Source: an optimization exercise on an open RTL-to-GDS flow (aim: small area, a short achievable clock period and few clock cycles per item). Production flows keep margins and buffers that such runs may drop.
At most, simulation tests tie the RTL to the original design; equivalence was not proved.
Power and IR drop assume default switching activity.

// float_to_rgbe_encode
module float_to_rgbe_encode
(
   input  wire logic         clock,
   input  wire logic         reset,
   input  wire logic         req_tvalid,
   output logic              req_tready,
   input  wire logic [191:0] req_tdata,   
   output logic              rsp_tvalid,
   input  wire logic         rsp_tready,
   output logic [31:0]       rsp_tdata    
);
Size in the first run: ~760 cells after synthesis, roughly 81 flip-flops, ~6900 um^2 of cells after synthesis.
==> flow/config.mk <==
export PLATFORM = sky130hd
export DESIGN_NAME = float_to_rgbe_encode
export DESIGN_NICKNAME = float_to_rgbe_encode
export VERILOG_FILES = /design/flow/design.v
export SDC_FILE = /design/flow/constraint.sdc
export NUM_CORES = 4
export LEC_CHECK = 0
export CAP_MARGIN = 20
export CORE_MARGIN = 2
export CORE_UTILIZATION = 40
export SETUP_SLACK_MARGIN = 3.4
export SLEW_MARGIN = 20
==> flow/constraint.sdc <==
create_clock -name core_clock -period 6.3 [get_ports {clock}]
set_input_delay 1.2600 -clock core_clock [delete_from_list [all_inputs] [get_ports {clock}]]
set_output_delay 1.2600 -clock core_clock [all_outputs]
set_load 0.01 [all_outputs]
standard.sh (not shown) runs the stock make flow with config.mk's settings and CLKGATE_MAP_FILE= SYNTH_SCRIPT=/design/flow/synth_recipe.tcl, a recipe that flattens the netlist after the stock synthesis.
==> flow/flow/run.sh <==
#!/bin/bash
# Standard layout, except that the port buffers are the smallest buffer cell
# instead of the delay buffer buffer_ports picks by default. Each tool's full
# output lands in the ORFS logs under orfs/logs; make's own output in make.log.
set -euo pipefail
export BUFFER_PORTS_ARGS="-buffer_cell sky130_fd_sc_hd__buf_1"
bash standard.sh > make.log 2>&1
Testbench counts at the start, summed over its fixed seeds: cycles 9,616, items 9,600.
Rerun with:
Settings changed: ABC_AREA from default to 1.
Total power goes down by 6.8%.
Routed wire length goes down by 3.2%.
Utilization goes down by 5.2 points.
Final area goes up by 1.9%.
Sequential power goes down by about 3%.
Critical path depth goes down by 10.
Setup slack is better by 340 ps.
Clock-buffer cell count is unchanged.
Global-route usage goes down by 3.0 points.

* * *

run A:
float_to_rgbe_encode, a different RTL version from the one above (not shown whole).
For scale: ~1100 cells after synthesis, roughly 230 I/O pins, about 7500 sq um of cells after synthesis.
Settings: LEC_CHECK=0, ABC_AREA=1, CAP_MARGIN=20, CORE_MARGIN=2, CORE_UTILIZATION=40, CTS_BUF_LIST=sky130_fd_sc_hd__clkbuf_8, CTS_CLUSTER_DIAMETER=100, CTS_CLUSTER_SIZE=30, SETUP_SLACK_MARGIN=3.4, SLEW_MARGIN=20; clock period 6.3 ns.
Scripts as last shown in full above: flow/flow/run.sh
Run A finished every step from synthesis to the final layout, and the layout passed the timing, design-rule and antenna checks.
Setup changes, run A to run B
- a change of CTS_BUF_LIST from sky130_fd_sc_hd__clkbuf_8 to sky130_fd_sc_hd__clkbuf_4 sky130_fd_sc_hd__clkbuf_8
- a deleted CTS_CLUSTER_DIAMETER that had been 100
==> flow/flow/run.sh <==
#!/bin/bash
# Standard layout, except that the port buffers are the smallest buffer cell
# instead of the delay buffer buffer_ports picks by default, and that the
# rsp_tready and req_tready pins are placed side by side (io.tcl), as the
# only path from an input port to an output port runs between them.
# Each tool's full output lands in the ORFS logs under orfs/logs; make's own
# output in make.log.
set -euo pipefail
export BUFFER_PORTS_ARGS="-buffer_cell sky130_fd_sc_hd__buf_1"
export IO_CONSTRAINTS="$PWD/flow/io.tcl"
bash standard.sh > make.log 2>&1
==> flow/flow/io.tcl (new file) <==
# keep the two ready pins next to each other
set_io_pin_constraint -group -order -pin_names {rsp_tready req_tready}
[summary]
Run B vs run A, overall routed net length went up by 0.67%.
Die span in y came out exactly the same in run A and run B.
Delta (run B minus run A): overall track demand over capacity in global routing shows no meaningful change; routed wire length per instance shows an increase of about 0.4%.
No functional check of the RTL was part of any run of this note.

* * *

Setup of P:
float_to_rgbe_encode, a different RTL version from the one above (not shown whole).
Size: roughly 81 flip-flops, about 7200 um2 of cells after synthesis.
Design float_to_rgbe_encode, start of the top module:
module float_to_rgbe_encode
(
   input  wire logic         clock,
   input  wire logic         reset,
   input  wire logic         req_tvalid,
   output logic              req_tready,
   input  wire logic [191:0] req_tdata,   
   output logic              rsp_tvalid,
   input  wire logic         rsp_tready,
   output logic [31:0]       rsp_tdata    
);
clock: 6.3 ns
lec_check: 0
abc_area: 1
cap_margin: 20
core_margin: 2
core_utilization: 55
cts_buf_list: sky130_fd_sc_hd__clkbuf_8
cts_cluster_diameter: 100
cts_cluster_size: 30
setup_slack_margin: 3.58
slew_margin: 20
==> flow/flow/run.sh <==
#!/bin/bash
# Standard layout, except that the port buffers are the smallest buffer cell
# instead of the delay buffer buffer_ports picks by default, and that the
# rsp_tready and req_tready pins are placed side by side (io.tcl), as the
# only path from an input port to an output port runs between them.
# Each tool's full output lands in the ORFS logs under orfs/logs; make's own
# output in make.log.
set -euo pipefail
export BUFFER_PORTS_ARGS="-buffer_cell sky130_fd_sc_hd__buf_1"
export IO_CONSTRAINTS="$PWD/flow/io.tcl"
bash standard.sh > make.log 2>&1
==> flow/flow/io.tcl <==
# keep the two ready pins next to each other
set_io_pin_constraint -group -order -pin_names {rsp_tready req_tready}
P: flow completed, timing, DRC and antenna clean
Testbench counts of P, summed over its fixed seeds: cycles 9,616, items 9,600.
Edits applied to the flow inputs when going from P to Q:
- SETUP_SLACK_MARGIN now 3.5, was 3.58
- CORE_UTILIZATION now 45, was 55
[summary]
- Delta (Q minus P): fraction of power consumed by combinational cells fell by 2.1 points; average wire per cell in the routed design fell 3.2%.
- Between P and Q, the difference in clock latency on the worst-skew pair is negligible.
- Q ended up with a lower power in combinational cells than P did.
- Relative to P, the worst vdd rail ir drop measured on Q has decreased by a few percent.
Input changes introduced in R (baseline for comparison: Q):
- CORE_UTILIZATION changed from 45 to 50
Findings:
- Higher global routing usage on met1 among Q and R: R
- Compared with Q, R shows a worst path setup slack after routing that is 14 ps lower.
- R against Q: non-clock buffer area fraction after layout shrank by 0.31 points, cell count shrank by 36, switching power total grew by 1.6%.
What S does differently from R at the input level:
- CORE_UTILIZATION changed from 50 to 55
==> notes.md <==
R → S: power decreased about 4%; post-route fraction of the period consumed by the critical path essentially unchanged; instance count after placement with tap cells included decreased 7; standard cell area after detailed placement essentially unchanged. Sort R and S by register-to-register setup slack, descending, and S comes first. S vs. R: final hold slack has increased; HPWL after detailed placement has decreased; die area has decreased; number of cells in the finished layout apart from fillers has decreased. In S relative to R, width of the chip had gone down by a few percent. Area added between synthesis and finish in S is 1.0 points lower than in R.

## separate check: timing with driven ports
In the flow no input, the clock included, has a driving cell. The finished layouts below were timed again as built, in two steps. Step 1 assumes that a clkbuf_16 drives the clock port and a buf_2 every other input. Step 2 times the ports against the registers' clock, not the clock port: input delays grow and output delays shrink by t, the midpoint of the rising clock arrivals with the driver on. a / b / c = ideal / step 1 / step 2; a / b = the first two.
run | t, ns | setup slack, ns | worst setup path at the end | worst slew at a driven data input, ns | cell pins on the clock port's net
the first run of note 1 | 0.389 | 3.018 / 3.018 / 2.963 | input to register | 0.06 | 1
the second run of note 1 | 0.386 | 3.357 / 3.320 / 3.299 | input to register | 0.05 | 1
run A | 0.411 | 3.338 / 3.306 / 3.285 | input to register | 0.04 | 1
run B | 0.419 | 3.366 / 3.334 / 3.327 | input to register | 0.04 | 1
P | 0.395 | 3.574 / 3.530 / 3.407 | input to register | 0.07 | 1
Q | 0.396 | 3.551 / 3.365 / 3.302 | input to register | 0.22 | 1
R | 0.390 | 3.537 / 3.511 / 3.421 | input to register | 0.09 | 1
S | 0.388 | 3.536 / 3.512 / 3.437 | input to register | 0.07 | 1
After both steps every run listed still meets setup and hold. For Q, which loses most, drivers alone change the setup slack by -0.186 ns; drivers and shift together by -0.249 ns.
